Source: an optimization exercise on an open RTL-to-GDS flow (aim: small area, a short achievable clock period and few clock cycles per item). Production flows keep margins and buffers that such runs may drop.
In this exercise RTL edits were held to simulation tests only and were not proved equivalent to the original.
Power figures rest on the tool's default switching activity, not on a simulated workload.

==> design.v <==
module rectangle_grid_test_pattern (
  input  logic        clk,
  input  logic        rst,
  input  logic        push,
  output logic        full,
  input  logic        restart,
  output logic        empty,
  input  logic        pop,
  output logic [10:0] pixel_x,
  output logic [10:0] pixel_y,
  output logic [23:0] pixel_color,
  output logic        write_enable,
  output logic        frame_end,
  input  logic        cfg_write,
  input  logic [2:0]  cfg_index,
  input  logic [23:0] cfg_data
);
  function automatic logic [10:0] inc11(input logic [10:0] a, input logic ci);
    inc11 = a + {10'd0, ci};
  endfunction
  function automatic logic [7:0] inc8(input logic [7:0] a, input logic ci);
    inc8 = a + {7'd0, ci};
  endfunction
  function automatic logic [3:0] inc4(input logic [3:0] a);
    logic c;
    c = 1'b1;
    for (int i = 0; i < 4; i++) begin
      inc4[i] = a[i] ^ c;
      c       = c & a[i];
    end
  endfunction
  function automatic logic [10:0] dec11(input logic [10:0] a);
    logic c;
    c = 1'b1;
    for (int i = 0; i < 11; i++) begin
      dec11[i] = a[i] ^ c;
      c        = c & ~a[i];
    end
  endfunction
  function automatic logic ge11(input logic [10:0] a, input logic [10:0] b);
    ge11 = (a >= b);
  endfunction
  function automatic logic ge8(input logic [7:0] a, input logic [7:0] b);
    ge8 = (a >= b);
  endfunction
  function automatic logic [7:0] add8(input logic [7:0] a, input logic [7:0] b);
    add8 = a + b;
  endfunction
  logic [1:0]  mode;
  logic [7:0]  cm1;                          
  logic        cnz;                          
  logic [10:0] rw2, rh2, fw2, fh2;
  logic        rw1, rh1, fw1, fh1;
  logic        rwnz, rhnz;
  logic [23:0] first;
  logic [7:0]  step;
  wire [10:0] wd    = cfg_data[10:0];
  wire        wd_nz = |wd;
  wire        wd_1  = ~|wd[10:1];
  wire [10:0] wd_2  = wd - 11'd2;
  always_ff @(posedge clk) begin
    if (rst) begin
      mode  <= 2'd0;
      cm1   <= 8'd0;
      cnz   <= 1'b1;
      rw2   <= 11'd0;
      rw1   <= 1'b1;
      rwnz  <= 1'b0;
      rh2   <= 11'd0;
      rh1   <= 1'b1;
      rhnz  <= 1'b0;
      first <= 24'd0;
      step  <= 8'd0;
      fw2   <= 11'd1022;
      fw1   <= 1'b0;
      fh2   <= 11'd766;
      fh1   <= 1'b0;
    end else if (cfg_write) begin
      case (cfg_index)
        3'd0: mode  <= cfg_data[1:0];
        3'd1: begin cm1 <= cfg_data[7:0] - 8'd1; cnz <= |cfg_data[7:0]; end
        3'd2: begin rw2 <= wd_2; rw1 <= wd_1; rwnz <= wd_nz; end
        3'd3: begin rh2 <= wd_2; rh1 <= wd_1; rhnz <= wd_nz; end
        3'd4: first <= cfg_data;
        3'd5: step  <= cfg_data[7:0];
        3'd6: begin fw2 <= wd_2; fw1 <= wd_1; end
        default: begin fh2 <= wd_2; fh1 <= wd_1; end
      endcase
    end
  end
  wire direct = mode[1] & ~mode[0];
  wire on_st  = (mode[1] ^ mode[0]) & rwnz & rhnz;
  wire [7:0] fr = first[23:16];
  wire [7:0] fg = first[15:8];
  wire [7:0] fb = first[7:0];
  logic [10:0] x, y, ox, oy;
  logic [7:0]  col, row;
  logic        lx, ly, wx, wy, we, fe;       
  logic [7:0]  R, G, B;                      
  logic [7:0]  GA;                           
  logic [7:0]  L;                            
  logic        empty_r, full_r, fresh, pend_v, pend_rs;
  localparam logic [2:0] S_IDLE = 3'd0, S_P1 = 3'd1, S_P2 = 3'd2, S_F1 = 3'd3,
                         S_F2 = 3'd4, S_FL = 3'd5, S_PR = 3'd6;
  logic [2:0] st;
  logic [2:0] c;
  logic       busy;                              
  wire nb   = ~busy;
  wire take_in  = push & ~full_r;
  wire out_free = empty_r | pop;
  wire adv      = out_free & (pend_v | take_in);
  wire rs_eff   = pend_v ? pend_rs : restart;
  wire go_org   = adv & rs_eff;
  wire go       = (~fresh & ((adv & ~rs_eff) | cfg_write)) | busy;
  wire wr_col   = cfg_write & (cfg_index[2:1] != 2'b11);    
  wire wr_flag  = cfg_write & (cfg_index[2:1] == 2'b11);    
  wire csat   = &col;
  wire rsat   = &row;
  wire nl     = nb & lx;                         
  wire nf     = nl & ly;                         
  wire colinc = nb & ~lx & wx & ~csat;
  wire rowinc = nl & ~ly & wy & ~rsat;
  wire [10:0] x_n   = nl ? 11'd0 : inc11(x, nb);
  wire [10:0] ox_n  = (nb & (lx | wx)) ? 11'd0 : inc11(ox, nb);
  wire [7:0]  col_n = nl ? 8'd0 : inc8(col, colinc);
  wire [10:0] y_n   = nf ? 11'd0 : inc11(y, nl);
  wire [10:0] oy_n  = (nl & (ly | wy)) ? 11'd0 : inc11(oy, nl);
  wire [7:0]  row_n = nf ? 8'd0 : inc8(row, rowinc);
  wire       col_lt = cnz & ge8(cm1, col);
  wire       row_lt = cnz & ge8(cm1, row);
  wire       row_lt_n = ly | (rowinc ? (row_lt & (row != cm1)) : row_lt);
  wire lx_n = busy ? (fw1 | ~ge11(fw2, x))  : (lx ? fw1 : (x == fw2));
  wire wx_n = busy ? (rw1 | ~ge11(rw2, ox)) : ((lx | wx) ? rw1 : (ox == rw2));
  wire ly_n = busy ? (fh1 | ~ge11(fh2, y))  : (lx ? (ly ? fh1 : (y == fh2)) : ly);
  wire wy_n = busy ? (rh1 | ~ge11(rh2, oy)) : (lx ? ((ly | wy) ? rh1 : (oy == rh2)) : wy);
  wire we_n = busy ? (on_st & col_lt & row_lt)
                   : (lx ? (on_st & cnz & row_lt_n) : (we & ~(colinc & (col == cm1))));
  wire lx_o = fw1;
  wire ly_o = fh1;
  wire wx_o = rw1;
  wire wy_o = rh1;
  wire we_o = on_st & cnz;
  wire p1   = (st == S_P1);
  wire p2   = (st == S_P2);
  wire f1   = (st == S_F1);
  wire f2   = (st == S_F2);
  wire lph  = direct ? p1 : p2;                  
  logic col_k, row_k, cnt_k;
  wire [2:0] c_nx    = c + 3'd1;
  wire [2:0] k_nx    = ~c_nx;
  wire [7:0] count_c = cm1 + 8'd1;
  always_ff @(posedge clk) begin
    col_k <= col[k_nx];
    row_k <= row[k_nx];
    cnt_k <= count_c[k_nx];
  end
  wire [7:0] lstep = direct ? step : GA;
  wire sR_step  = colinc | (p1 & col_k);
  wire sGA_step = (rowinc & direct) | (p1 & (direct ? row_k : cnt_k));
  wire sL_step  = rowinc | (lph & row_k);
  wire nfd      = nf & direct;
  wire [7:0] aR  = nl ? 8'd0 : (p1 ? {R[6:0], 1'b0} : R);
  wire [7:0] mR  = ({8{sR_step}} & step) | ({8{nl | f1}} & fr);
  wire [7:0] aGA = nfd ? 8'd0 : (p1 ? {GA[6:0], 1'b0} : GA);
  wire [7:0] mGA = ({8{sGA_step}} & step) | ({8{nfd | (f1 & direct)}} & fg);
  wire [7:0] aL  = nf ? 8'd0 : (lph ? {L[6:0], 1'b0} : L);
  wire [7:0] mL  = ({8{sL_step}} & lstep) | ({8{nf | f1}} & fb);
  wire [7:0] aB  = nl ? (ly ? 8'd0 : L) : (p1 ? {B[6:0], 1'b0} : B);
  wire [7:0] mB  = ({8{sR_step}} & step) | ({8{nf}} & fb)
                 | ({8{rowinc}} & lstep) | ({8{f2}} & L);
  wire [7:0] sR  = add8(aR, mR);
  wire [7:0] sGA = add8(aGA, mGA);
  wire [7:0] sL  = add8(aL, mL);
  wire [7:0] sB  = add8(aB, mB);
  wire show   = nb | f2;                         
  wire mk_rg  = ~show | (we_n & direct);
  wire mk_b   = ~show | we_n;
  wire seq_end = (f2 | (st == S_FL));
  always_ff @(posedge clk) begin
    if (rst) begin
      x <= '0; y <= '0; ox <= '0; oy <= '0; col <= '0; row <= '0;
      lx <= 1'b0; ly <= 1'b0; wx <= 1'b1; wy <= 1'b1; we <= 1'b0; fe <= 1'b0;
      R <= '0; G <= '0; B <= '0; GA <= '0; L <= '0;
    end else if (go_org) begin
      x <= '0; y <= '0; ox <= '0; oy <= '0; col <= '0; row <= '0;
      lx <= lx_o; ly <= ly_o; wx <= wx_o; wy <= wy_o; we <= we_o; fe <= lx_o & ly_o;
      R  <= (we_o & direct) ? fr : 8'd0;
      G  <= (we_o & direct) ? fg : 8'd0;
      B  <= we_o ? fb : 8'd0;
      GA <= direct ? fg : GA;
      L  <= fb;
    end else if (go) begin
      x <= x_n; y <= y_n; ox <= ox_n; oy <= oy_n; col <= col_n; row <= row_n;
      lx <= lx_n; ly <= ly_n; wx <= wx_n; wy <= wy_n; we <= we_n; fe <= lx_n & ly_n;
      R  <= mk_rg ? sR : 8'd0;
      G  <= (we_n & direct) ? sGA : 8'd0;
      B  <= mk_b ? sB : 8'd0;
      GA <= sGA;
      L  <= sL;
    end
  end
  always_ff @(posedge clk) begin
    if (rst) begin
      empty_r <= 1'b1;
      fresh   <= 1'b1;
      pend_v  <= 1'b0;
      pend_rs <= 1'b0;
      full_r  <= 1'b0;
      st      <= S_IDLE;
      busy    <= 1'b0;
      c       <= 3'd0;
    end else begin
      if (adv)      empty_r <= 1'b0;
      else if (pop) empty_r <= 1'b1;
      if (cfg_write) fresh <= 1'b1;
      else if (adv)  fresh <= 1'b0;
      if (take_in & ~out_free) begin
        pend_v  <= 1'b1;
        pend_rs <= restart;
      end else if (out_free) begin
        pend_v  <= 1'b0;
      end
      if (wr_col) begin
        st   <= S_PR;
        busy <= 1'b1;
        c    <= 3'd7;
      end else if (wr_flag & (~busy | seq_end)) begin
        st   <= S_FL;
        busy <= 1'b1;
      end else begin
        if (seq_end) busy <= 1'b0;
        c <= c_nx;
        case (st)
          S_PR:    st <= S_P1;
          S_P1:    if (&c) st <= direct ? S_F1 : S_P2;
          S_P2:    if (&c) st <= S_F1;
          S_F1:    st <= S_F2;
          default: st <= S_IDLE;
        endcase
      end
      full_r <= (take_in & ~out_free) | (pend_v & ~out_free) | cfg_write
              | (busy & ~seq_end);
    end
  end
  assign full         = full_r;
  assign empty        = empty_r;
  assign pixel_x      = x;
  assign pixel_y      = y;
  assign pixel_color  = {R, G, B};
  assign write_enable = we;
  assign frame_end    = fe;
endmodule
==> run.sh <==
#!/bin/bash
# synth_recipe.tcl (not shown) runs the flow's synth.tcl, then flattens the netlist and writes it again
# the make line also repeats each setting of config.mk as NAME=value (left out here)
make -C /OpenROAD-flow-scripts/flow DESIGN_CONFIG=/design/flow/config.mk WORK_HOME=/design/flow/orfs CLKGATE_MAP_FILE= SYNTH_SCRIPT=/design/flow/synth_recipe.tcl finish
==> config.mk <==
export PLATFORM = sky130hd
export DESIGN_NAME = rectangle_grid_test_pattern
export DESIGN_NICKNAME = rectangle_grid_test_pattern
export VERILOG_FILES = /design/flow/design.v
export SDC_FILE = /design/flow/constraint.sdc
export NUM_CORES = 4
export LEC_CHECK = 0
export CAP_MARGIN = 20
export CORE_MARGIN = 2
export CORE_UTILIZATION = 60
export CTS_CLUSTER_DIAMETER = 60
export CTS_CLUSTER_SIZE = 30
export SETUP_SLACK_MARGIN = 4.5
export SLEW_MARGIN = 20
==> constraint.sdc <==
create_clock -name core_clock -period 8.5 [get_ports {clk}]
set_input_delay 1.7000 -clock core_clock [delete_from_list [all_inputs] [get_ports {clk}]]
set_output_delay 1.7000 -clock core_clock [all_outputs]
set_load 0.01 [all_outputs]
==> flow_summary.ini, run 1 <==
[clock_network]
cts_sinks = 214
htreeDepth = 1
root_buffer = clkbuf_16
worstSkewPairLatency_ps = 520
cts_tree = built
clk_pin_slew_ps = 70
hold_buffers = 0
cts_buffers = 20
clockBufferDepth = 3

[synth]
syn_area_per_cell_um2 = 7.926
synth_fp_nets = 1765
synth.most_common_cell = nand2_1
synth_seq_cells = 214
yosys_warnings = 1
ys_top_cells_by_area = dfxtp_1 33%, ha_1 10%, nand2_1 6.5%, nor2_1 6.2%, a21oi_1 4.9%
syn_area_um2 = 12850
yosysTopAreaCell = dfxtp_1
netlist_top_cells_count = 222 x nand2_1, 214 x dfxtp_1, 211 x nor2_1
synth_top_area_share_pct = 33.34
ys.flop_type = dfxtp_1
synth_edf_count = 0
synth_cell_type_count = 72
synth_cells = 1621
ys_seq_area_share_pct = 33.34
async_flop_share_pct = 0

[sta]
fin_ws_ps = 4667
rsz0062_at_grt = no
hold_violations = 0
timing.final.max_slew_violations = 0
finalSetupViolCount = 0
period_share_pct = 45.10
tightest_slew_ps = 943.2
fmax_ghz = 0.2609
finalSetupTns_ps = 0
maxSlewHeadroom_pct = 37.12
fin_skew_ps = 23.83
fin_crit_ps = 3833

[placement]
place_ws_ps = 3813
dpl.hpwl_um = 27970
gp_congestion = 0.9334
port_buffers = 82

[floorplan]
dieWidth_um = 150.3
num_rows = 53
fp.dieH_um = 150.3
start_util_pct = 61.12
fp.dieArea_um2 = 22600
boundaryPins = 83
core_um2 = 21020

[global_routing]
grt_pass1_vias = 11391
antenna_found_initial = 0
track_usage_pct = 34.44
grt_overflow = 0
grt_pass1_wl_um = 61670
grt_max_degree = 85

[finish]
n_fill_cell = 1783
antenna-diode-count = 0
multiInputGateArea_um2 = 7976
area.sequential_um2 = 4288
area_growth_pct = 13.35
nNetsFinal = 1800
drive_gt1_share_pct = 5.150

[route]
drt_pass1_iterations = 6
drt_iter0_drc = 1023
viasPerCell = 6.257
wl_per_cell_um = 20.04
ant_nets = 0
drc = 0
vias = 12170
wirelength_um = 38970

[setup_path]
crit_path_end_kind = register
path_max_fanout = 36
crit_type = in2reg
cp_data_required_time_ps = 8880
critPathArrivalTime_ps = 4210
critPathLaunchType = input pin

[power]
p_per_area_nw_per_um2 = 166.1
leakage_uw = 0.005500
peakVddDrop_v = 0.0001849

[flow_run]
drv_cap = 0

[min_path]
min_path_type = reg2reg

[run_status]
status = finished clean
## registers in the layout (all words and copies together), names as in the netlist, 2 cells and up
name and flops:
first 24, fh2 11, fw2 11, ox 11
oy 11, rh2 11, rw2 11, x 11
y 11, B 8, GA 8, G 8
L 8, R 8, cm1 8, col 8
row 8, step 8, c 3, st 3
mode 2
## stage by stage
| stage | area, um^2 | hold slack, ps | power [uW] | std cells | utilization, % |
|---|---|---|---|---|---|
| final | 14560 | 460.6 | 2419 | 1945 | 69.28 |
| after global routing | 14560 | 492.8 | 2504 | 1945 | 69.28 |
| after CTS | 14520 | 457.7 | 2416 | 1944 | 69.05 |
| after detailed placement | 13820 | 447.4 | 1479 | 1908 | 65.73 |
| after global placement | 13820 | 444.0 | 1472 | 1908 | 65.73 |
| after floorplan | 12850 | 436.3 | 1344 | 1621 | - |
## layout make-up
class,instances,share of cell area [%]
well taps,275,2.363
inverters,82,2.113
clock inverters,13,1.065
multi-input cells,1239,54.77
clock buffers,23,3.729
repair buffers,99,6.521
flip-flops and latches,214,29.44
## cell families (layout without fill, tap and decap cells)
logic type                 count (synthesis)  count (layout)  synth area share (%)
buffers and inverters                    168             217                 5.015
AOI/OAI and AO/OA                        395             395                 20.52
muxes                                     33              33                 3.038
DFF                                      214             214                 33.34
and+or+nand+nor                          617             617                 21.33
xor gates and xnor gates                  83              83                 5.716
adders and majority gates                111             111                 11.04
## power by group
| group | total (uW) | internal (uW) | switching (uW) |
|---|---|---|---|
| logic | 381 | 147 | 234 |
| registers | 1090 | 1040 | 50.3 |
| clock network | 950 | 488 | 461 |
## worst max-delay path: stages
cell and delay [ps]:
clkdlybuf4s50_1 460, nor2b_1 230, o21ai_2 170, o31a_1 280, buf_6 210, or3_4 420
or4_4 540, xnor2_2 130, nor2_1 50
## routing by layer
metal	track usage [%]	routed length, um
met5	0	0
met2	54.48	17460
met4	8.538	903
met3	5.212	3281
met1	49.33	17330
## cells in the final DEF (no fill, tap or decap), types with 17 or more instances in the layout
| cell | count |
|---|---|
| inv_1 | 80 |
| clkdlybuf4s50_1 | 80 |
| clkbuf_16 | 21 |
| ha_1 | 107 |
| nand4_1 | 27 |
| nor3_1 | 37 |
| dfxtp_1 | 213 |
| a21oi_1 | 126 |
| a211o_1 | 21 |
| a21o_1 | 22 |
| xnor2_1 | 65 |
| nand3_1 | 33 |
| nand2_1 | 222 |
| mux2i_1 | 24 |
| xor2_1 | 17 |
| a211oi_1 | 46 |
| o21ai_0 | 54 |
| nor2_1 | 210 |
| buf_4 | 17 |
## worst paths after layout
| kind | end | slack (ps) | cells past startpoint | from |
|---|---|---|---|---|
| max | y[10] | 4670 | 9 | push |
| min reg2reg | rw2[0] | 460 | 2 | rw2[0] |
| min | rw2[0] | 460 | 2 | rw2[0] |
| max reg2reg | G[7] | 4680 | 13 | lx |
## what timing repair did
item / CTS / global route
gates resized for setup: 2 / 11
setup endpoints to repair: 7 / 38
setup buffers: 0 / 1
pin swaps: 0 / 1
Testbench counts, summed over its fixed seeds: cycles 19,640, items 19,200.
==> run 2, diff against run 1 <==
--- a/config.mk
+++ b/config.mk
@@ -6,4 +6,5 @@
 export NUM_CORES = 4
 export LEC_CHECK = 0
+export ABC_CLOCK_PERIOD_IN_PS = 1800
 export CAP_MARGIN = 20
 export CORE_MARGIN = 2
@@ -11,4 +12,4 @@
 export CTS_CLUSTER_DIAMETER = 60
 export CTS_CLUSTER_SIZE = 30
-export SETUP_SLACK_MARGIN = 4.5
+export SETUP_SLACK_MARGIN = 5
 export SLEW_MARGIN = 20
==> run 2 against run 1 <==
  * Final cell count up 1.3%
  * Critical path depth grew 4
  * Critical path type is now reg2reg
  * Via count rose by 2.8%
  * Register-to-register slack improved by 360 ps
  * Synthesized cell count unchanged
  * Still clean on timing, DRC and antenna
  * Critical endpoint is now B[6]
  * Hold slack worse by 2.1 ps
  * Non-clock buffer count is 25 higher
  * Clock power grew 5.1%
==> flow_summary.ini, run 2 <==
[run_status]
status = finished clean

[power]
p_total_uw = 2502
leakage_uw = 0.005744
peakVddDrop_v = 0.0001857
p_per_area_nw_per_um2 = 166.1

[clock_network]
hold_buffers = 0
htreeDepth = 1
cts_tree = built
root_buffer = clkbuf_16
clockBufferDepth = 3
clk_pin_slew_ps = 80
cts_buffers = 20
worstSkewPairLatency_ps = 530
cts_sinks = 214

[setup_path]
crit_type = reg2reg
crit_path_end_kind = register
path_max_fanout = 7
critPathLaunchType = register
critPathArrivalTime_ps = 3810
cp_data_required_time_ps = 8850

[min_path]
min_path_type = reg2reg

[route]
viasPerCell = 6.347
drc = 0
drt_iter0_drc = 1298
dr_wl_met2_um = 18290
wl_met1_um = 17130
vias = 12509
highest_layer = met4
ant_nets = 0
wl_met3_um = 3833
drt_pass1_iterations = 7
wirelength_um = 40790
wl_per_cell_um = 20.70

[finish]
area_growth_pct = 17.23
fin_cells = 1971
final_common_cell = nand2_1
antenna-diode-count = 0
drive_gt1_share_pct = 9.611
fin_util_pct = 71.65
layout.cells.most_common_list = 219 x nand2_1, 208 x nor2_1, 198 x dfxtp_1
n_fill_cell = 1725
regMostFlops = first
nNetsFinal = 1826
area.sequential_um2 = 4309
multiInputGateArea_um2 = 8188
largest_reg_flops = 24

[synth]
synth_fp_nets = 1765
synth_cell_type_count = 72
ys.flop_type = dfxtp_1
synth.most_common_cell = nand2_1
syn_area_per_cell_um2 = 7.926
netlist_top_cells_count = 222 x nand2_1, 214 x dfxtp_1, 211 x nor2_1
yosysTopAreaCell = dfxtp_1
synth_cells = 1621
synth_edf_count = 0
async_flop_share_pct = 0
yosys_warnings = 1
ys_seq_area_share_pct = 33.34
synth_top_area_share_pct = 33.34
synth_seq_cells = 214
ys_top_cells_by_area = dfxtp_1 33%, ha_1 10%, nand2_1 6.5%, nor2_1 6.2%, a21oi_1 4.9%
syn_area_um2 = 12850

[sta]
maxSlewHeadroom_pct = 37.79
fin_skew_ps = 24.93
finalSetupViolCount = 0
fmax_ghz = 0.2888
period_share_pct = 40.73
rsz0062_at_grt = yes
finalSetupTns_ps = 0
fin_crit_ps = 3462
timing.final.max_slew_violations = 0
tightest_slew_ps = 933.1
hold_slack_ps = 458.6
hold_violations = 0

[floorplan]
start_util_pct = 61.12
fp.dieArea_um2 = 22600
boundaryPins = 83
num_rows = 53
core_um2 = 21020
dieWidth_um = 150.3
fp.dieH_um = 150.3

[global_routing]
grt_max_degree = 84
grt_overflow = 0
antenna_found_initial = 0
track_usage_pct = 35.63
grt_pass1_wl_um = 63200
grt_pass1_vias = 11751

[placement]
dpl.hpwl_um = 28050
port_buffers = 82
placed_cells = 1906
gp_congestion = 0.9916

[flow_run]
drv_cap = 0
[run 2: final timing paths]
kind	to	slack [ps]	depth (start not counted)	from
worst min register to register	fh2[0]	460	2	fh2[0]
worst max register to register	B[6]	5040	13	row[5]
worst min-delay path	fh2[0]	460	2	fh2[0]
worst max-delay path	B[6]	5040	13	row[5]
[run 2: final cells by class]
| cell class | count | area share, % |
|---|---|---|
| multi-input cells | 1240 | 54.36 |
| flip-flops and latches | 214 | 28.61 |
| repair buffers | 124 | 7.850 |
| clock buffers | 21 | 3.489 |
| well taps | 275 | 2.284 |
| inverters | 82 | 2.068 |
| clock inverters | 15 | 1.337 |
[run 2: metrics by stage]
step / worst slack [ps] / area, um^2
global placement: 3841 / 13800
CTS: 5005 / 14890
finish: 5038 / 15060
floorplan: 5022 / 12850
detailed placement: 3773 / 13800
global route: 4900 / 15060
[run 2: cells by family (layout without fill, tap and decap cells)]
family	after synthesis	in the layout	synth area share, %
simple gates	617	618	21.33
compound gates	395	395	20.52
flops	214	214	33.34
buf+inv	168	242	5.015
fa+ha+maj	111	111	11.04
xor+xnor	83	83	5.716
mux	33	33	3.038
[run 2: report_power, final]
group	leakage [uW]	total, uW	switching, uW	internal [uW]
registers	0.00175	1090	50.8	1040
logic	0.00364	414	250	165
clock network	0.000356	998	499	498
[run 2: repair_timing]
item / in CTS / in global routing
pin swaps: 10 / 11
buffers inserted: 21 / 6
gates cloned: 1 / 1
resized for setup: 52 / 40
setup endpoints to repair: 121 / 32
[run 2: metal layers]
metal  global-route usage [%]  up-vias
met2                    56.20      564
met3                    5.485      128
met4                    14.06        0
met5                        0        -
met1                    49.01     5917
li1                         -     5900
[run 2: critical path: stages, from the launching register on]
cell and delay, ps:
dfxtp_2 370, nand4_1 290, o21a_4 320, and2_1 240, a222oi_1 340, nand2_1 100, ha_1 220, fa_1 410
a21o_1 210, a21oi_2 190, o21ai_1 120, xor2_1 160, a221oi_2 250, nor3_1 80
==> run 3, diff against run 2 <==
--- a/design.v
+++ b/design.v
@@ -97,5 +97,6 @@
   logic [7:0]  col, row;
   logic        lx, ly, wx, wy, we, fe;       
-  logic [7:0]  R, G, B;                      
+  logic [7:0]  R, B;                         
+  logic        gm;                           
   logic [7:0]  GA;                           
   logic [7:0]  L;                            
@@ -181,10 +182,10 @@
       x <= '0; y <= '0; ox <= '0; oy <= '0; col <= '0; row <= '0;
       lx <= 1'b0; ly <= 1'b0; wx <= 1'b1; wy <= 1'b1; we <= 1'b0; fe <= 1'b0;
-      R <= '0; G <= '0; B <= '0; GA <= '0; L <= '0;
+      R <= '0; gm <= 1'b0; B <= '0; GA <= '0; L <= '0;
     end else if (go_org) begin
       x <= '0; y <= '0; ox <= '0; oy <= '0; col <= '0; row <= '0;
       lx <= lx_o; ly <= ly_o; wx <= wx_o; wy <= wy_o; we <= we_o; fe <= lx_o & ly_o;
       R  <= (we_o & direct) ? fr : 8'd0;
-      G  <= (we_o & direct) ? fg : 8'd0;
+      gm <= we_o & direct;
       B  <= we_o ? fb : 8'd0;
       GA <= direct ? fg : GA;
@@ -194,5 +195,5 @@
       lx <= lx_n; ly <= ly_n; wx <= wx_n; wy <= wy_n; we <= we_n; fe <= lx_n & ly_n;
       R  <= mk_rg ? sR : 8'd0;
-      G  <= (we_n & direct) ? sGA : 8'd0;
+      gm <= we_n & direct;
       B  <= mk_b ? sB : 8'd0;
       GA <= sGA;
@@ -247,5 +248,5 @@
   assign pixel_x      = x;
   assign pixel_y      = y;
-  assign pixel_color  = {R, G, B};
+  assign pixel_color  = {R, GA & {8{gm}}, B};
   assign write_enable = we;
   assign frame_end    = fe;
==> flow/run.sh (new file) <==
#!/bin/bash
# The standard synthesis, then the standard layout steps with the slow delay
# buffers (clkdlybuf4s*) left out, so port buffering picks an ordinary buffer.
set -e
bash standard.sh synth > synth.log 2>&1
PDU="sky130_fd_sc_hd__probe_p_8 sky130_fd_sc_hd__probec_p_8 sky130_fd_sc_hd__lpflow_bleeder_1 sky130_fd_sc_hd__lpflow_clkbufkapwr_1 sky130_fd_sc_hd__lpflow_clkbufkapwr_16 sky130_fd_sc_hd__lpflow_clkbufkapwr_2 sky130_fd_sc_hd__lpflow_clkbufkapwr_4 sky130_fd_sc_hd__lpflow_clkbufkapwr_8 sky130_fd_sc_hd__lpflow_clkinvkapwr_1 sky130_fd_sc_hd__lpflow_clkinvkapwr_16 sky130_fd_sc_hd__lpflow_clkinvkapwr_2 sky130_fd_sc_hd__lpflow_clkinvkapwr_4 sky130_fd_sc_hd__lpflow_clkinvkapwr_8 sky130_fd_sc_hd__lpflow_decapkapwr_12 sky130_fd_sc_hd__lpflow_decapkapwr_3 sky130_fd_sc_hd__lpflow_decapkapwr_4 sky130_fd_sc_hd__lpflow_decapkapwr_6 sky130_fd_sc_hd__lpflow_decapkapwr_8 sky130_fd_sc_hd__lpflow_inputiso0n_1 sky130_fd_sc_hd__lpflow_inputiso0p_1 sky130_fd_sc_hd__lpflow_inputiso1n_1 sky130_fd_sc_hd__lpflow_inputiso1p_1 sky130_fd_sc_hd__lpflow_inputisolatch_1 sky130_fd_sc_hd__lpflow_isobufsrc_1 sky130_fd_sc_hd__lpflow_isobufsrc_16 sky130_fd_sc_hd__lpflow_isobufsrc_2 sky130_fd_sc_hd__lpflow_isobufsrc_4 sky130_fd_sc_hd__lpflow_isobufsrc_8 sky130_fd_sc_hd__lpflow_isobufsrckapwr_16 sky130_fd_sc_hd__lpflow_lsbuf_lh_hl_isowell_tap_1 sky130_fd_sc_hd__lpflow_lsbuf_lh_hl_isowell_tap_2 sky130_fd_sc_hd__lpflow_lsbuf_lh_hl_isowell_tap_4 sky130_fd_sc_hd__lpflow_lsbuf_lh_isowell_4 sky130_fd_sc_hd__lpflow_lsbuf_lh_isowell_tap_1 sky130_fd_sc_hd__lpflow_lsbuf_lh_isowell_tap_2 sky130_fd_sc_hd__lpflow_lsbuf_lh_isowell_tap_4"
SLOW="sky130_fd_sc_hd__clkdlybuf4s15_1 sky130_fd_sc_hd__clkdlybuf4s15_2 sky130_fd_sc_hd__clkdlybuf4s18_1 sky130_fd_sc_hd__clkdlybuf4s18_2 sky130_fd_sc_hd__clkdlybuf4s25_1 sky130_fd_sc_hd__clkdlybuf4s25_2 sky130_fd_sc_hd__clkdlybuf4s50_1 sky130_fd_sc_hd__clkdlybuf4s50_2"
bash standard.sh "DONT_USE_CELLS=$PDU $SLOW" finish > layout.log 2>&1
==> standard.sh (new file) <==
#!/bin/bash
# synth_recipe.tcl (not shown) runs the flow's synth.tcl, then flattens the netlist and writes it again
# the make line also repeats each setting of config.mk as NAME=value (left out here)
make -C /OpenROAD-flow-scripts/flow DESIGN_CONFIG=/design/flow/config.mk WORK_HOME=/design/flow/orfs CLKGATE_MAP_FILE= SYNTH_SCRIPT=/design/flow/synth_recipe.tcl "${@:-finish}"
--- a/config.mk
+++ b/config.mk
@@ -6,10 +6,11 @@
 export NUM_CORES = 4
 export LEC_CHECK = 0
-export ABC_CLOCK_PERIOD_IN_PS = 1800
+export ABC_CLOCK_PERIOD_IN_PS = 2500
 export CAP_MARGIN = 20
 export CORE_MARGIN = 2
 export CORE_UTILIZATION = 60
-export CTS_CLUSTER_DIAMETER = 60
-export CTS_CLUSTER_SIZE = 30
+export CTS_BUF_LIST = sky130_fd_sc_hd__clkbuf_8
+export CTS_CLUSTER_DIAMETER = 50
+export CTS_CLUSTER_SIZE = 20
 export SETUP_SLACK_MARGIN = 5
 export SLEW_MARGIN = 20
removed: run.sh
==> run 3 against run 2 <==
  * Clock power decreased by 18%
  * Utilization decreased by 4.9 points
  * Combinational power down 7.7%
  * Sequential cell count shrank 7
  * Clock-buffer cell count grew 4
  * Die area fell by 0.47%
  * Setup slack worse by 42 ps
  * Fmax shrank 1.2%
  * Cell area decreased by 7.2%
  * Sequential share of layout area rose by 1.1 points
  * Total power shrank 9.8%
  * Largest cell class unchanged
  * Hold slack improved by 4.2 ps
==> flow_summary.ini, run 3 <==
[run_status]
status = finished clean

[finish]
regMostFlops = first
drive_gt1_share_pct = 7.729
nNetsFinal = 1820
final_common_cell = nand2_1
antenna-diode-count = 0
fin_util_pct = 66.71
fin_cells = 1970
largest_reg_flops = 24
final_area_um2 = 13980
layout.cells.most_common_list = 227 x nand2_1, 199 x dfxtp_1, 176 x nor2_1
area_growth_pct = 9.315

[placement]
dpl.hpwl_um = 28250
placed_cells = 1910
gp_congestion = 0.9844
port_buffers = 82
placed_area_um2 = 13180

[flow_run]
drv_cap = 0

[setup_path]
crit_path_end_kind = register
critPathArrivalTime_ps = 3920
critPathMostFrequentCell = nand2_1
r2r-end = B[6]
crit_path_max_incr_delay_ps = 420
crit_type = reg2reg
crit-reg2reg-launch = busy
cp_data_required_time_ps = 8920
path_max_fanout = 16
critPathLaunchType = register
critPathSlowestCell = fa_1
rrSetupSlack_ps = 5000
r2r_cells = 17
crit_path_cell_trace = buf_8 -> and4bb_2 -> o21ai_4 -> inv_2 -> nand2_1 -> nand2b_1 -> nand2_1 -> nand2_1 -> ha_1 -> fa_1 -> a21o_1 -> a21oi_2 -> o21bai_1 -> a21oi_2 -> xnor2_1 -> a221oi_1 -> nor3_1

[synth]
async_flop_share_pct = 0
synth_edf_count = 0
syn_area_per_cell_um2 = 7.908
ys.flop_type = dfxtp_1
synth_cells = 1617
ys_seq_area_share_pct = 32.41
syn_area_um2 = 12790
synth.most_common_cell = nand2_1
yosys_warnings = 1
netlist_top_cells_count = 232 x nand2_1, 207 x dfxtp_1, 177 x nor2_1
synth_cell_type_count = 81
synth_seq_cells = 207
synth_fp_nets = 1761
synth_top_area_share_pct = 32.41
yosysTopAreaCell = dfxtp_1
ys_top_cells_by_area = dfxtp_1 32%, ha_1 10%, nand2_1 6.8%, a21oi_1 5.8%, nor2_1 5.2%

[clock_network]
cts_tree = built
clk_pin_slew_ps = 110
cts_buffers = 25
root_buffer = clkbuf_8
cts_sinks = 207
htreeDepth = 1
worstSkewPairLatency_ps = 600
clockBufferDepth = 3

[sta]
maxSlewHeadroom_pct = 27.60
tightest_slew_ps = 1086
period_share_pct = 41.23
hold_violations = 0
fin_crit_ps = 3504
fmax_ghz = 0.2854
timing.final.max_slew_violations = 0
finalSetupTns_ps = 0
fin_skew_ps = 42.93
finalSetupViolCount = 0
rsz0062_at_grt = yes

[floorplan]
boundaryPins = 83
core_um2 = 20960
dieWidth_um = 150.0
num_rows = 53
start_util_pct = 61.02
fp.dieH_um = 150.0
fp.dieArea_um2 = 22500

[route]
drc = 0
wl_per_cell_um = 19.92
drt_iter0_drc = 1189
drt_pass1_iterations = 6
viasPerCell = 6.202
vias = 12218
ant_nets = 0
wirelength_um = 39240

[global_routing]
grt_max_degree = 82
grtUsageMet3_pct = 7.043
grt_use_met2_pct = 50.37
track_usage_pct = 34.53
grt_overflow = 0
grt-busiest-layer = met1
grt_pass1_vias = 11124
grt_pass1_wl_um = 61050
met1_usage_pct = 50.72
antenna_found_initial = 0

[power]
leakage_uw = 0.005266
p_total_uw = 2258
peakVddDrop_v = 0.0001647
p_per_area_nw_per_um2 = 161.5

[min_path]
holdPathStages = 2
holdPathEnd = rh2[0]
min_path_type = reg2reg
hp-start = rh2[0]
==> run 3: through the flow <==
step / hold slack (ps) / worst slack [ps]
finish: 462.7 / 4996
global route: 479.3 / 4828
global placement: 444.9 / 4344
detailed placement: 449.3 / 4253
CTS: 463.1 / 4930
floorplan: 436.3 / 5179
==> run 3: area by class of cell <==
| type | count | area (um^2) |
|---|---|---|
| clock buffers | 25 | 344.1 |
| clock inverters | 21 | 255.2 |
| fillers | 1886 | 6977 |
| inverters | 86 | 324.1 |
| multi-input cells | 1242 | 8073 |
| flip-flops and latches | 207 | 4156 |
| well taps | 275 | 344.1 |
| repair buffers | 114 | 481.7 |
==> run 3: power by group <==
part	leakage, uW	internal [uW]	total [uW]	switching, uW
sequential	0.00169	1000	1060	53.2
clock	0.000298	330	818	488
combinational	0.00328	133	382	248
==> run 3: layer usage <==
layer / wire (um) / up-vias
met5: 0 / -
met4: 1311 / 0
met3: 3886 / 83
met2: 16450 / 550
met1: 17590 / 5701
li1: - / 5884
==> run 3: what timing repair did <==
item	4_1_cts	5_1_grt
endpoints found under the setup margin	22	70
pin swaps	0	6
buffers inserted	2	12
resized for setup	23	35
hold buffers	0	0
==> run 3: how the worst max path moves through the flow <==
stage	slack (ps)	startpoint	endpoint
after floorplan	5180	mode[0]	L[6]
after global placement	4340	restart	B[7]
after detailed placement	4250	restart	B[7]
after CTS	4930	busy	B[6]
after global routing	4830	busy	B[6]
final	5000	busy	B[6]
==> run 3: logic make-up (layout without fill, tap and decap cells) <==
group / count (synthesis) / count (layout) / synth area share, %
and+or+nand+nor: 612 / 612 / 21.94
AOI/OAI and AO/OA: 412 / 412 / 21.30
DFF: 207 / 207 / 32.41
buffers and inverters: 168 / 246 / 5.166
adders and majority gates: 111 / 111 / 11.10
xor gates and xnor gates: 77 / 77 / 5.274
muxes: 30 / 30 / 2.818
==> run 3: worst max-delay path: cells and delay by family, from the launching register on <==
family                   cells  cell delay (ps)
flip-flops                   1              400
buffers and inverters        2              270
AO/OA/AOI/OAI                6             1050
AND/OR/NAND/NOR              6              880
XOR/XNOR                     1               80
adder cells (fa/ha/maj)      2              640
Testbench counts of run 3, summed over its fixed seeds: cycles 19,640, items 19,200.
==> run 4, diff against run 3 <==
--- a/config.mk
+++ b/config.mk
@@ -10,7 +10,6 @@
 export CORE_MARGIN = 2
 export CORE_UTILIZATION = 60
-export CTS_BUF_LIST = sky130_fd_sc_hd__clkbuf_8
-export CTS_CLUSTER_DIAMETER = 50
-export CTS_CLUSTER_SIZE = 20
+export CTS_CLUSTER_DIAMETER = 60
+export CTS_CLUSTER_SIZE = 30
 export SETUP_SLACK_MARGIN = 5
 export SLEW_MARGIN = 20
==> run 4 against run 3 <==
  * Sequential power hardly changed
  * Area after synthesis is the same
  * Combinational power hardly changed
  * Register-to-register slack about the same
  * Die area is the same
  * Utilization increased by 0.59 points
  * Largest power group unchanged
==> flow_summary.ini, run 4 <==
[synth]
ys_top_cells_by_area = dfxtp_1 32%, ha_1 10%, nand2_1 6.8%, a21oi_1 5.8%, nor2_1 5.2%
synth_seq_cells = 207
netlist_top_cells_count = 232 x nand2_1, 207 x dfxtp_1, 177 x nor2_1
synth_fp_nets = 1761
ys.flop_type = dfxtp_1
syn_area_um2 = 12790
synth_cells = 1617
synth_cell_type_count = 81
yosysTopAreaCell = dfxtp_1
ys_seq_area_share_pct = 32.41
synth.most_common_cell = nand2_1
syn_area_per_cell_um2 = 7.908
synth_top_area_share_pct = 32.41
async_flop_share_pct = 0
yosys_warnings = 1
synth_edf_count = 0

[global_routing]
grt_pass1_wl_um = 61180
grt_max_degree = 82
grt_pass1_vias = 11154
track_usage_pct = 34.60
antenna_found_initial = 0
grt_overflow = 0

[sta]
period_share_pct = 41.16
fin_ws_ps = 5001
finalSetupTns_ps = 0
finalSetupViolCount = 0
hold_slack_ps = 458.9
fmax_ghz = 0.2858
fin_crit_ps = 3499
rsz0062_at_grt = yes
tightest_slew_ps = 1088
fin_skew_ps = 13.13
timing.final.max_slew_violations = 0
hold_violations = 0
maxSlewHeadroom_pct = 27.49

[placement]
dpl.hpwl_um = 28250
gp_congestion = 0.9844
port_buffers = 82
place_ws_ps = 4253

[route]
vias = 12116
ant_nets = 0
wl_per_cell_um = 19.93
drc = 0
drt_pass1_iterations = 7
wirelength_um = 39110
drt_iter0_drc = 1176
viasPerCell = 6.175

[floorplan]
start_util_pct = 61.02
core_um2 = 20960
fp.dieH_um = 150.0
boundaryPins = 83
fp.dieArea_um2 = 22500
dieWidth_um = 150.0
num_rows = 53

[clock_network]
cts_tree = built
cts_buffers = 21
cts_sinks = 207
hold_buffers = 0
clockBufferDepth = 3
root_buffer = clkbuf_16
clk_pin_slew_ps = 70
worstSkewPairLatency_ps = 520
htreeDepth = 1

[finish]
final_common_cell = nand2_1
drive_gt1_share_pct = 7.410
layout.cells.most_common_list = 228 x nand2_1, 198 x dfxtp_1, 175 x nor2_1
fin_util_pct = 67.29
n_fill_cell = 1868
area_growth_pct = 10.27
largest_reg_flops = 24
regMostFlops = first
antenna-diode-count = 0
nNetsFinal = 1816

[min_path]
min_path_type = reg2reg

[setup_path]
path_max_fanout = 7
critPathArrivalTime_ps = 3850
crit_type = reg2reg
crit_family = compound AO/OA/AOI/OAI gates
critPathSlowestCell = fa_1
crit_path_cell_trace = nand4_1 -> o21ai_2 -> inv_2 -> nand2_1 -> nand2b_1 -> nand2_1 -> nand2_1 -> ha_1 -> fa_1 -> a21o_1 -> a21oi_2 -> o21bai_1 -> a21oi_2 -> xnor2_1 -> a221oi_1 -> nor3_1
crit_path_max_incr_delay_ps = 430
cp_data_required_time_ps = 8850
critPathLaunchType = register
critPathMostFrequentCell = nand2_1
worst-path-buf-inv = 1
crit_path_end_kind = register

[power]
peakVddDrop_v = 0.0001854
leakage_uw = 0.005317
p_per_area_nw_per_um2 = 172.0

[run_status]
status = finished clean

[flow_run]
drv_cap = 0
-- run 4: cell count changes in the layout (fill, tap and decap cells not counted), moves of 2 or more --
cell	change
inv_8	-3
clkbuf_8	-25
buf_2	+2
clkbuf_16	+21
clkinv_8	-2
buf_4	+2
-- run 4: metrics by stage --
step	total power [uW]	cells	area, um^2
floorplan	1319	1617	12790
global placement	1433	1910	13180
detailed placement	1439	1910	13180
CTS	2422	1951	13980
global route	2517	1962	14100
finish	2426	1962	14100
-- run 4: kinds of logic after synthesis --
logic type	Yosys count	synth area share (%)
and+or+nand+nor	612	21.94
AOI/OAI and AO/OA	412	21.30
DFF	207	32.41
buffers and inverters	168	5.166
adders and majority gates	111	11.10
xor gates and xnor gates	77	5.274
muxes	30	2.818
-- run 4: report_power, final --
part           leakage, uW  switching [uW]  internal [uW]  total [uW]
clock network     0.000357             470            517         986
registers          0.00169            52.8           1000        1060
logic              0.00327             249            133         382
-- run 4: path summary, 6_finish.rpt --
| check | from | depth (start not counted) | slack, ps | end |
|---|---|---|---|---|
| max reg2reg | row[5] | 16 | 5000 | B[6] |
| min | rh2[0] | 2 | 460 | rh2[0] |
| min reg2reg | rh2[0] | 2 | 460 | rh2[0] |
| max | row[5] | 16 | 5000 | B[6] |
-- run 4: metal layers --
layer / vias to the layer above / global-route usage (%) / part of all wire [%] / wire [um]
met3: 84 / 6.402 / 9.5 / 3710
met5: - / 0 / 0 / 0
met2: 538 / 50.37 / 42 / 16350
met1: 5617 / 51.04 / 45 / 17770
met4: 0 / 11.84 / 3.3 / 1278
li1: 5877 / - / - / -
-- run 4: layout make-up --
class	count	area, um^2	share of cell area (%)
multi-input cells	1242	8055	57.13
flip-flops and latches	207	4158	29.49
clock buffers	21	525.5	3.727
repair buffers	114	479.2	3.398
well taps	275	344.1	2.440
inverters	86	324.1	2.298
clock inverters	17	215.2	1.526
-- run 4: worst min-delay path: cells and delay by family (launching register included) --
family | cells | cell delay (ps)
AO/OA/AOI/OAI | 1 | 50
flip-flops | 1 | 310
AND/OR/NAND/NOR | 1 | 50
-- run 4: repair_timing --
item,4_1_cts,5_1_grt
gates cloned,0,0
pin swaps,1,6
endpoints found under the setup margin,31,57
resized for setup,25,32
endpoints found under the hold margin,0,0
buffers inserted,3,11
==> run 5, diff against run 4 <==
--- a/config.mk
+++ b/config.mk
@@ -10,4 +10,5 @@
 export CORE_MARGIN = 2
 export CORE_UTILIZATION = 60
+export CTS_BUF_LIST = sky130_fd_sc_hd__clkbuf_8
 export CTS_CLUSTER_DIAMETER = 60
 export CTS_CLUSTER_SIZE = 30
==> run 5 against run 4 <==
  * Sequential power about the same
  * Combinational power about the same
  * Synthesized cell count is the same
  * Clock skew grew 5.7 ps
  * Critical path depth increased by 1
  * Routed wire length shrank 0.25%
  * Register-to-register slack better by 60 ps
  * Critical endpoint unchanged
  * Hold slack better by 1.9 ps
==> flow_summary.ini, run 5 <==
[run_status]
status = finished clean

[sta]
fin_crit_ps = 3436
finalSetupTns_ps = 0
maxSlewHeadroom_pct = 37.09
fin_ws_ps = 5064
rsz0062_at_grt = yes
finalSetupViolCount = 0
fmax_ghz = 0.2911
hold_violations = 0
timing.final.max_slew_violations = 0
period_share_pct = 40.42
tightest_slew_ps = 943.7
fin_skew_ps = 18.82
hold_slack_ps = 460.8

[setup_path]
r2r-end = B[6]
crit_path_max_incr_delay_ps = 420
cp_data_required_time_ps = 8900
critPathArrivalTime_ps = 3840
crit_path_cell_trace = buf_6 -> and4bb_2 -> o21ai_4 -> inv_2 -> nand2_1 -> nand2b_1 -> nand2_1 -> nand2_1 -> ha_1 -> fa_1 -> a21o_1 -> a21oi_2 -> o21bai_1 -> a21oi_1 -> xnor2_1 -> a221oi_1 -> nor3_1
critPathSlowestCell = fa_1
rrSetupSlack_ps = 5060
path_max_fanout = 16
critPathLaunch = busy
critPathMostFrequentCell = nand2_1
crit-reg2reg-launch = busy
crit_path_end = B[6]
crit_path_end_kind = register
critPathLaunchType = register
r2r_cells = 17
crit_type = reg2reg

[synth]
yosys_warnings = 1
yosysTopAreaCell = dfxtp_1
syn_area_um2 = 12790
synth.most_common_cell = nand2_1
synth_top_area_share_pct = 32.41
ys_top_cells_by_area = dfxtp_1 32%, ha_1 10%, nand2_1 6.8%, a21oi_1 5.8%, nor2_1 5.2%
synth_cell_type_count = 81
synth_fp_nets = 1761
netlist_top_cells_count = 232 x nand2_1, 207 x dfxtp_1, 177 x nor2_1
ys.flop_type = dfxtp_1
syn_area_per_cell_um2 = 7.908
synth_edf_count = 0
synth_cells = 1617
async_flop_share_pct = 0
synth_seq_cells = 207
ys_seq_area_share_pct = 32.41

[finish]
layout.cells.most_common_list = 228 x nand2_1, 197 x dfxtp_1, 176 x nor2_1
drive_gt1_share_pct = 7.460
nNetsFinal = 1818
antenna-diode-count = 0
largest_reg_flops = 24
regMostFlops = first
final_common_cell = nand2_1
area_growth_pct = 8.591

[global_routing]
grt_overflow = 0
grt_pass1_vias = 11074
antenna_found_initial = 0
track_usage_pct = 34.56
grt_max_degree = 82
grt_pass1_wl_um = 61140

[clock_network]
cts_sinks = 207
cts_tree = built
root_buffer = clkbuf_8
worstSkewPairLatency_ps = 570
clk_pin_slew_ps = 110
htreeDepth = 1
clockBufferDepth = 3
cts_buffers = 21

[flow_run]
drv_cap = 0

[power]
peakVddDrop_v = 0.0001951
leakage_uw = 0.005221
p_per_area_nw_per_um2 = 156.9

[floorplan]
fp.dieH_um = 150.0
dieWidth_um = 150.0
boundaryPins = 83
start_util_pct = 61.02
num_rows = 53
fp.dieArea_um2 = 22500
core_um2 = 20960

[route]
wirelength_um = 39010
drt_pass1_iterations = 7
drc = 0
viasPerCell = 6.152
ant_nets = 0
wl_per_cell_um = 19.86
drt_iter0_drc = 1282
vias = 12082

[placement]
port_buffers = 82
gp_congestion = 0.9844
place_ws_ps = 4253
dpl.hpwl_um = 28250

[min_path]
min_path_type = reg2reg
-- run 5: changes by cell type in the layout (fill, tap and decap cells not counted), sizes merged --
cell,change
clkbuf,+3
buf,-1
clkinvlp,+1
inv,-1
-- run 5: worst min path at each step --
stage	from	to	slack, ps	cells past startpoint
global placement	rh2[0]	rh2[0]	440	2
global route	rh2[0]	rh2[0]	480	2
finish	rh2[0]	rh2[0]	460	2
floorplan	rh2[0]	rh2[0]	440	2
detailed placement	rh2[0]	rh2[0]	450	2
CTS	rh2[0]	rh2[0]	460	2
-- run 5: layout make-up --
type | instances | area [um^2]
fillers | 1906 | 7069
repair buffers | 116 | 490.5
flip-flops and latches | 207 | 4159
multi-input cells | 1242 | 8065
inverters | 86 | 324.1
clock buffers | 21 | 289.0
well taps | 275 | 344.1
clock inverters | 17 | 214.0
-- run 5: metal layers --
metal | part of all wire, % | track usage (%)
met4 | 2.8 | 9.575
met1 | 46 | 51.14
met5 | 0 | 0
met3 | 9.8 | 6.921
met2 | 42 | 50.82
-- run 5: logic make-up after synthesis --
logic type	count (synthesis)	synth area share, %
DFF	207	32.41
buffers and inverters	168	5.166
xor gates and xnor gates	77	5.274
muxes	30	2.818
AOI/OAI and AO/OA	412	21.30
adders and majority gates	111	11.10
and+or+nand+nor	612	21.94
-- run 5: power breakdown --
part | switching, uW | internal [uW]
Clock | 439 | 300
Combinational | 248 | 133
Sequential | 53.1 | 1010
-- run 5: per-stage QoR --
step	util (%)	instances	power, uW	instance area [um^2]
after floorplan	-	1617	1319	12790
after global placement	62.87	1910	1433	13180
after detailed placement	62.87	1910	1439	13180
after CTS	65.55	1951	2171	13740
after global routing	66.26	1964	2270	13890
final	66.26	1964	2179	13890
-- run 5: worst max-delay path, delay by kind of cell (launching register included) --
kind	cells	cell delay, ps
flip-flops	1	400
XOR/XNOR	1	80
AND/OR/NAND/NOR	6	870
AO/OA/AOI/OAI	6	1000
adder cells (fa/ha/maj)	2	630
buffers and inverters	2	270
-- run 5: repair_timing --
action	4_1_cts	5_1_grt
gates resized for setup	23	34
setup endpoints to repair	27	74
hold buffers	0	0
buffers inserted	3	13
pin swaps	1	7
==> run 6, diff against run 5 <==
--- a/flow/run.sh
+++ b/flow/run.sh
@@ -6,3 +6,3 @@
 PDU="sky130_fd_sc_hd__probe_p_8 sky130_fd_sc_hd__probec_p_8 sky130_fd_sc_hd__lpflow_bleeder_1 sky130_fd_sc_hd__lpflow_clkbufkapwr_1 sky130_fd_sc_hd__lpflow_clkbufkapwr_16 sky130_fd_sc_hd__lpflow_clkbufkapwr_2 sky130_fd_sc_hd__lpflow_clkbufkapwr_4 sky130_fd_sc_hd__lpflow_clkbufkapwr_8 sky130_fd_sc_hd__lpflow_clkinvkapwr_1 sky130_fd_sc_hd__lpflow_clkinvkapwr_16 sky130_fd_sc_hd__lpflow_clkinvkapwr_2 sky130_fd_sc_hd__lpflow_clkinvkapwr_4 sky130_fd_sc_hd__lpflow_clkinvkapwr_8 sky130_fd_sc_hd__lpflow_decapkapwr_12 sky130_fd_sc_hd__lpflow_decapkapwr_3 sky130_fd_sc_hd__lpflow_decapkapwr_4 sky130_fd_sc_hd__lpflow_decapkapwr_6 sky130_fd_sc_hd__lpflow_decapkapwr_8 sky130_fd_sc_hd__lpflow_inputiso0n_1 sky130_fd_sc_hd__lpflow_inputiso0p_1 sky130_fd_sc_hd__lpflow_inputiso1n_1 sky130_fd_sc_hd__lpflow_inputiso1p_1 sky130_fd_sc_hd__lpflow_inputisolatch_1 sky130_fd_sc_hd__lpflow_isobufsrc_1 sky130_fd_sc_hd__lpflow_isobufsrc_16 sky130_fd_sc_hd__lpflow_isobufsrc_2 sky130_fd_sc_hd__lpflow_isobufsrc_4 sky130_fd_sc_hd__lpflow_isobufsrc_8 sky130_fd_sc_hd__lpflow_isobufsrckapwr_16 sky130_fd_sc_hd__lpflow_lsbuf_lh_hl_isowell_tap_1 sky130_fd_sc_hd__lpflow_lsbuf_lh_hl_isowell_tap_2 sky130_fd_sc_hd__lpflow_lsbuf_lh_hl_isowell_tap_4 sky130_fd_sc_hd__lpflow_lsbuf_lh_isowell_4 sky130_fd_sc_hd__lpflow_lsbuf_lh_isowell_tap_1 sky130_fd_sc_hd__lpflow_lsbuf_lh_isowell_tap_2 sky130_fd_sc_hd__lpflow_lsbuf_lh_isowell_tap_4"
 SLOW="sky130_fd_sc_hd__clkdlybuf4s15_1 sky130_fd_sc_hd__clkdlybuf4s15_2 sky130_fd_sc_hd__clkdlybuf4s18_1 sky130_fd_sc_hd__clkdlybuf4s18_2 sky130_fd_sc_hd__clkdlybuf4s25_1 sky130_fd_sc_hd__clkdlybuf4s25_2 sky130_fd_sc_hd__clkdlybuf4s50_1 sky130_fd_sc_hd__clkdlybuf4s50_2"
-bash standard.sh "DONT_USE_CELLS=$PDU $SLOW" finish > layout.log 2>&1
+bash standard.sh "DONT_USE_CELLS=$PDU $SLOW" SETUP_SLACK_MARGIN=5.6 finish > layout.log 2>&1
==> run 6 against run 5 <==
  * Fmax is 11% higher
  * Critical path depth is 2 lower
  * Largest power group unchanged
  * Register-to-register slack better by 330 ps
  * Hold slack better by 13 ps
  * Sequential share of layout area is 3.0 points lower
  * First-iteration DRC count is 29% higher
  * Setup slack better by 330 ps
  * Non-clock buffer count is 116 higher
  * Sequential power hardly changed
  * Via count is 12% higher
  * Still clean
  * Final cell count is 6.8% higher
==> flow_summary.ini, run 6 <==
[run_status]
status = finished clean

[setup_path]
critPathMostFrequentCell = o21ai_2
cp_data_required_time_ps = 8990
crit_family = compound AO/OA/AOI/OAI gates
crit_path_end_kind = register
critPathSlowestCell = dfxtp_1
critPathLaunchType = register
critPathArrivalTime_ps = 3590
path_max_fanout = 8
worst-path-buf-inv = 2
rrSetupSlack_ps = 5390
crit_path_cell_trace = and4bb_2 -> o21ai_4 -> buf_2 -> o21a_4 -> o21ai_2 -> ha_2 -> inv_1 -> fa_2 -> nor2b_2 -> o21ai_2 -> a21boi_2 -> o21a_1 -> o21ai_0 -> a211oi_2 -> nor3_1
crit_type = reg2reg
crit_path_max_incr_delay_ps = 520

[floorplan]
core_um2 = 20960
fp.dieArea_um2 = 22500
fp.dieH_um = 150.0
start_util_pct = 61.02
boundaryPins = 83
num_rows = 53
dieWidth_um = 150.0

[sta]
finalSetupTns_ps = 0
finalSetupViolCount = 0
rsz0062_at_grt = yes
fin_skew_ps = 24.47
fmax_ghz = 0.3220
maxSlewHeadroom_pct = 40.38
hold_violations = 0
timing.final.max_slew_violations = 0
period_share_pct = 36.54
tightest_slew_ps = 888.0
fin_crit_ps = 3106

[clock_network]
cts_buffers = 24
root_buffer = clkbuf_8
hold_buffers = 0
cts_sinks = 207
clk_pin_slew_ps = 100
cts_tree = built
worstSkewPairLatency_ps = 590
htreeDepth = 1
clockBufferDepth = 3

[synth]
ys_top_cells_by_area = dfxtp_1 32%, ha_1 10%, nand2_1 6.8%, a21oi_1 5.8%, nor2_1 5.2%
synth_top_area_share_pct = 32.41
ys_seq_area_share_pct = 32.41
synth_edf_count = 0
async_flop_share_pct = 0
yosys_warnings = 1
synth.most_common_cell = nand2_1
synth_seq_cells = 207
yosysTopAreaCell = dfxtp_1
synth_fp_nets = 1761
ys.flop_type = dfxtp_1
synth_cells = 1617
syn_area_um2 = 12790
syn_area_per_cell_um2 = 7.908
netlist_top_cells_count = 232 x nand2_1, 207 x dfxtp_1, 177 x nor2_1
synth_cell_type_count = 81

[global_routing]
grt_pass1_wl_um = 66990
track_usage_pct = 38.23
grt_pass1_vias = 11978
antenna_found_initial = 1
grt_max_degree = 61
grt_overflow = 0

[route]
drt_pass1_iterations = 8
ant_nets = 0
drt_iter0_drc = 1652
vias = 13537
drc = 0
wl_per_cell_um = 21.83
viasPerCell = 6.455
wirelength_um = 45780

[finish]
area_growth_pct = 23.43
area.sequential_um2 = 4257
nNetsFinal = 1946
multiInputGateArea_um2 = 8950
regMostFlops = first
layout.cells.most_common_list = 222 x nand2_1, 167 x nor2_1, 163 x dfxtp_1
drive_gt1_share_pct = 19.46
final_common_cell = nand2_1
largest_reg_flops = 24
n_fill_cell = 1608
fin_cells = 2097

[placement]
port_buffers = 82
placed_cells = 1905
dpl.hpwl_um = 28370
gp_congestion = 0.9947

[flow_run]
drv_cap = 0

[power]
peakVddDrop_v = 0.0001390
p_per_area_nw_per_um2 = 150.2
leakage_uw = 0.005953

[min_path]
min_path_type = reg2reg
-- run 6: metrics by stage --
stage          setup WS [ps]  total power (uW)  util (%)  hold WS (ps)  instance area [um^2]
2_1_floorplan           5281              1341         -         436.3                 13120
3_3_place_gp            4300              1448     63.89         444.2                 13390
3_5_place_dp            4214              1453     63.91         452.4                 13390
4_1_cts                 5456              2314     72.22         466.1                 15130
5_1_grt                 5322              2446     75.29         503.5                 15780
6_report                5394              2371     75.32         473.4                 15780
-- run 6: final cells by class --
cell class | instances | area share, %
diodes | 3 | 0.04756
clock buffers | 24 | 2.093
clock inverters | 19 | 1.411
inverters | 86 | 2.132
multi-input cells | 1251 | 56.70
flip-flops and latches | 207 | 26.97
well taps | 275 | 2.180
repair buffers | 232 | 8.466
-- run 6: repair_timing --
item,CTS,global route
pin swaps,55,62
gates cloned,6,5
setup endpoints to repair,205,118
gates resized for setup,196,105
setup buffers,89,46
-- run 6: logic make-up after synthesis --
family                   synth area share [%]
adder cells (fa/ha/maj)                 11.10
flip-flops                              32.41
AND/OR/NAND/NOR                         21.94
AO/OA/AOI/OAI                           21.30
XOR/XNOR                                5.274
buffers and inverters                   5.166
multiplexers                            2.818
-- run 6: where the power goes --
group          switching [uW]  internal [uW]
sequential               51.8           1000
clock                     442            380
combinational             307            186
-- run 6: final timing paths --
kind | startpoint | to | cells after the start
worst max-delay path | wy | L[6] | 15
worst min-delay path | rw2[0] | rw2[0] | 2
worst max register to register | wy | L[6] | 15
worst min register to register | rw2[0] | rw2[0] | 2
-- run 6: worst min-delay path: stages, from the launching register on --
cell	delay, ps
dfxtp_1	330
nand2_1	50
a21oi_1	50
-- run 6: layer usage --
metal / vias to the layer above / routed length [um] / track usage [%]
met5: - / 0 / 0
met4: 0 / 2116 / 14.67
met3: 184 / 5710 / 7.165
met2: 877 / 19860 / 58.63
met1: 6312 / 18100 / 53.28
li1: 6164 / - / -
==> run 7, diff against run 6 <==
--- a/flow/run.sh
+++ b/flow/run.sh
@@ -6,3 +6,3 @@
 PDU="sky130_fd_sc_hd__probe_p_8 sky130_fd_sc_hd__probec_p_8 sky130_fd_sc_hd__lpflow_bleeder_1 sky130_fd_sc_hd__lpflow_clkbufkapwr_1 sky130_fd_sc_hd__lpflow_clkbufkapwr_16 sky130_fd_sc_hd__lpflow_clkbufkapwr_2 sky130_fd_sc_hd__lpflow_clkbufkapwr_4 sky130_fd_sc_hd__lpflow_clkbufkapwr_8 sky130_fd_sc_hd__lpflow_clkinvkapwr_1 sky130_fd_sc_hd__lpflow_clkinvkapwr_16 sky130_fd_sc_hd__lpflow_clkinvkapwr_2 sky130_fd_sc_hd__lpflow_clkinvkapwr_4 sky130_fd_sc_hd__lpflow_clkinvkapwr_8 sky130_fd_sc_hd__lpflow_decapkapwr_12 sky130_fd_sc_hd__lpflow_decapkapwr_3 sky130_fd_sc_hd__lpflow_decapkapwr_4 sky130_fd_sc_hd__lpflow_decapkapwr_6 sky130_fd_sc_hd__lpflow_decapkapwr_8 sky130_fd_sc_hd__lpflow_inputiso0n_1 sky130_fd_sc_hd__lpflow_inputiso0p_1 sky130_fd_sc_hd__lpflow_inputiso1n_1 sky130_fd_sc_hd__lpflow_inputiso1p_1 sky130_fd_sc_hd__lpflow_inputisolatch_1 sky130_fd_sc_hd__lpflow_isobufsrc_1 sky130_fd_sc_hd__lpflow_isobufsrc_16 sky130_fd_sc_hd__lpflow_isobufsrc_2 sky130_fd_sc_hd__lpflow_isobufsrc_4 sky130_fd_sc_hd__lpflow_isobufsrc_8 sky130_fd_sc_hd__lpflow_isobufsrckapwr_16 sky130_fd_sc_hd__lpflow_lsbuf_lh_hl_isowell_tap_1 sky130_fd_sc_hd__lpflow_lsbuf_lh_hl_isowell_tap_2 sky130_fd_sc_hd__lpflow_lsbuf_lh_hl_isowell_tap_4 sky130_fd_sc_hd__lpflow_lsbuf_lh_isowell_4 sky130_fd_sc_hd__lpflow_lsbuf_lh_isowell_tap_1 sky130_fd_sc_hd__lpflow_lsbuf_lh_isowell_tap_2 sky130_fd_sc_hd__lpflow_lsbuf_lh_isowell_tap_4"
 SLOW="sky130_fd_sc_hd__clkdlybuf4s15_1 sky130_fd_sc_hd__clkdlybuf4s15_2 sky130_fd_sc_hd__clkdlybuf4s18_1 sky130_fd_sc_hd__clkdlybuf4s18_2 sky130_fd_sc_hd__clkdlybuf4s25_1 sky130_fd_sc_hd__clkdlybuf4s25_2 sky130_fd_sc_hd__clkdlybuf4s50_1 sky130_fd_sc_hd__clkdlybuf4s50_2"
-bash standard.sh "DONT_USE_CELLS=$PDU $SLOW" SETUP_SLACK_MARGIN=5.6 finish > layout.log 2>&1
+bash standard.sh "DONT_USE_CELLS=$PDU $SLOW" SETUP_SLACK_MARGIN=5.4 finish > layout.log 2>&1
==> run 7 against run 6 <==
  * Via count shrank 7.2%
  * Combinational power shrank 13%
  * Fmax shrank 1.5%
  * Clock-buffer cell count shrank 2
  * Routed wire length shrank 8.8%
  * Clock power shrank 2%
  * Setup slack lost 46 ps
  * Critical path depth shrank 6
  * Largest power group unchanged
  * Highest routed layer unchanged
==> flow_summary.ini, run 7 <==
[floorplan]
fp.dieH_um = 150.0
dieWidth_um = 150.0
core_um2 = 20960
boundaryPins = 83
fp.dieArea_um2 = 22500
num_rows = 53
start_util_pct = 61.02

[finish]
final_common_cell = nand2_1
fin_cells = 2001
layout.cells.most_common_list = 225 x nand2_1, 180 x dfxtp_1, 170 x nor2_1
drive_gt1_share_pct = 11.95
multiInputGateArea_um2 = 8462
regMostFlops = first
largest_reg_flops = 24
area_growth_pct = 14.13
nNetsFinal = 1854
area.sequential_um2 = 4195
n_fill_cell = 1779

[global_routing]
grt_pass1_vias = 10970
track_usage_pct = 35.44
grt_overflow = 0
antenna_found_initial = 2
grt_pass1_wl_um = 61710
grt_max_degree = 84

[sta]
finalSetupViolCount = 0
timing.final.max_slew_violations = 0
maxSlewHeadroom_pct = 45.03
fmax_ghz = 0.3172
rsz0062_at_grt = yes
period_share_pct = 37.09
hold_violations = 0
fin_skew_ps = 18.96
tightest_slew_ps = 818.7
finalSetupTns_ps = 0
hold_slack_ps = 468.9
fin_crit_ps = 3152

[synth]
synth.most_common_cell = nand2_1
synth_seq_cells = 207
syn_area_per_cell_um2 = 7.908
yosys_warnings = 1
synth_cell_type_count = 81
ys_seq_area_share_pct = 32.41
syn_area_um2 = 12790
netlist_top_cells_count = 232 x nand2_1, 207 x dfxtp_1, 177 x nor2_1
ys_top_cells_by_area = dfxtp_1 32%, ha_1 10%, nand2_1 6.8%, a21oi_1 5.8%, nor2_1 5.2%
synth_edf_count = 0
async_flop_share_pct = 0
ys.flop_type = dfxtp_1
synth_top_area_share_pct = 32.41
synth_fp_nets = 1761
yosysTopAreaCell = dfxtp_1
synth_cells = 1617

[clock_network]
worstSkewPairLatency_ps = 560
root_buffer = clkbuf_8
htreeDepth = 1
clk_pin_slew_ps = 100
cts_tree = built
clockBufferDepth = 3
cts_buffers = 21
cts_sinks = 207

[power]
p_int_uw = 1544
power.switching_uw = 744.4
p_total_uw = 2288
peakVddDrop_v = 0.0001271
seq_power_share_pct = 46.2
p_comb_share_pct = 18.7
power_frac_clock_pct = 35.1
p_per_area_nw_per_um2 = 156.8
swShare_pct = 32.53
leakage_uw = 0.005457

[min_path]
min_path_type = reg2reg

[route]
ant_nets = 0
wirelength_um = 41740
drt_iter0_drc = 1227
wl_per_cell_um = 20.86
vias = 12556
viasPerCell = 6.275
drc = 0
drt_pass1_iterations = 7

[setup_path]
crit_type = in2reg
cp_data_required_time_ps = 8990
path_max_fanout = 8
crit_path_end_kind = register
critPathArrivalTime_ps = 3650
critPathLaunchType = input pin

[run_status]
status = finished clean

[placement]
gp_congestion = 0.9488
port_buffers = 82
dpl.hpwl_um = 28320
placed_cells = 1906

[flow_run]
drv_cap = 0
[run 7: logic make-up after synthesis]
group,Yosys count,synth area share (%)
compound gates,412,21.30
xor+xnor,77,5.274
fa+ha+maj,111,11.10
buf+inv,168,5.166
flops,207,32.41
mux,30,2.818
simple gates,612,21.94
[run 7: cell type report]
class | count | share of cell area [%]
Timing Repair Buffer | 148 | 4.947
Clock buffer | 22 | 2.075
Sequential cell | 207 | 28.75
Tap cell | 275 | 2.358
Inverter | 86 | 2.281
Antenna cell | 2 | 0.03429
Clock inverter | 15 | 1.578
Multi-Input combinational cell | 1246 | 57.98
[run 7: repair_timing]
action,4_1_cts,5_1_grt
endpoints found under the setup margin,113,127
hold buffers,0,0
setup buffers,19,32
gates cloned,3,1
pin swaps,11,34
gates resized for setup,77,78
[run 7: path summary, 6_finish.rpt]
path                               end  depth (start not counted)  slack, ps     from
worst max-delay path             oy[8]                          9       5350  restart
worst min-delay path            rh2[0]                          2        470   rh2[0]
worst max register to register    B[6]                         15       5350   row[3]
worst min register to register  rh2[0]                          2        470   rh2[0]
[run 7: critical path, cell delays in order]
cell	delay, ps
buf_1	90
mux2_4	280
a211o_1	300
a21oi_4	200
buf_12	150
nor2_4	80
buf_4	190
or4_1	500
a21oi_1	140
[run 7: per-stage QoR]
step / worst slack, ps / util [%] / area [um^2]
after floorplan: 5281 / - / 12900
after global placement: 4179 / 63.13 / 13230
after detailed placement: 4000 / 63.13 / 13230
after CTS: 5198 / 67.42 / 14130
after global routing: 5212 / 69.64 / 14590
final: 5348 / 69.64 / 14590
[run 7: power groups by stage]
stage | sequential [uW] | combinational [uW] | clock [uW]
after detailed placement | 1080 | 363 | 0
after floorplan | 1060 | 270 | 0
after global placement | 1080 | 357 | 0
after CTS | 1060 | 389 | 807
after global routing | 1060 | 462 | 845
final | 1060 | 429 | 803
[run 7: layer usage]
layer | wire length, um | track usage, % | up-vias
met2 | 18450 | 54.20 | 635
met1 | 17740 | 50.67 | 5870
li1 | - | - | 5967
met4 | 1216 | 11.51 | 0
met5 | 0 | 0 | -
met3 | 4329 | 6.098 | 84

[port drivers added, routing unchanged]
How much do the figures lean on ideal ports? The routed layouts below were timed once more, with nothing changed but the port constraints. Step 1 assumes that a clkbuf_16 drives the clock port and a buf_2 every other input. Step 2 also shifts input and output timing later by t, the mid clock arrival at the registers, as if the neighbouring blocks saw the same clock. Slacks: no drivers / after step 1 / after step 2; pairs: no drivers / after step 1.
run	shift t [ns]	setup WS [ns]	worst hold slack (ns)
run 1	0.560	4.667 / 4.677 / 4.130	0.461 / 0.461 / 0.461
run 2	0.564	5.038 / 5.038 / 4.543	0.459 / 0.459 / 0.459
run 3	0.624	4.996 / 4.996 / 4.535	0.463 / 0.463 / 0.463
run 4	0.562	5.001 / 5.001 / 4.523	0.459 / 0.459 / 0.459
run 5	0.598	5.064 / 5.064 / 4.494	0.461 / 0.461 / 0.461
run 6	0.621	5.394 / 5.394 / 4.816	0.473 / 0.473 / 0.473
run 7	0.600	5.348 / 5.348 / 4.774	0.469 / 0.469 / 0.469
After both steps setup and hold are still met in every run listed. For run 6, which loses most, drivers alone change the setup slack by 0.000 ns; drivers and shift together by -0.578 ns.
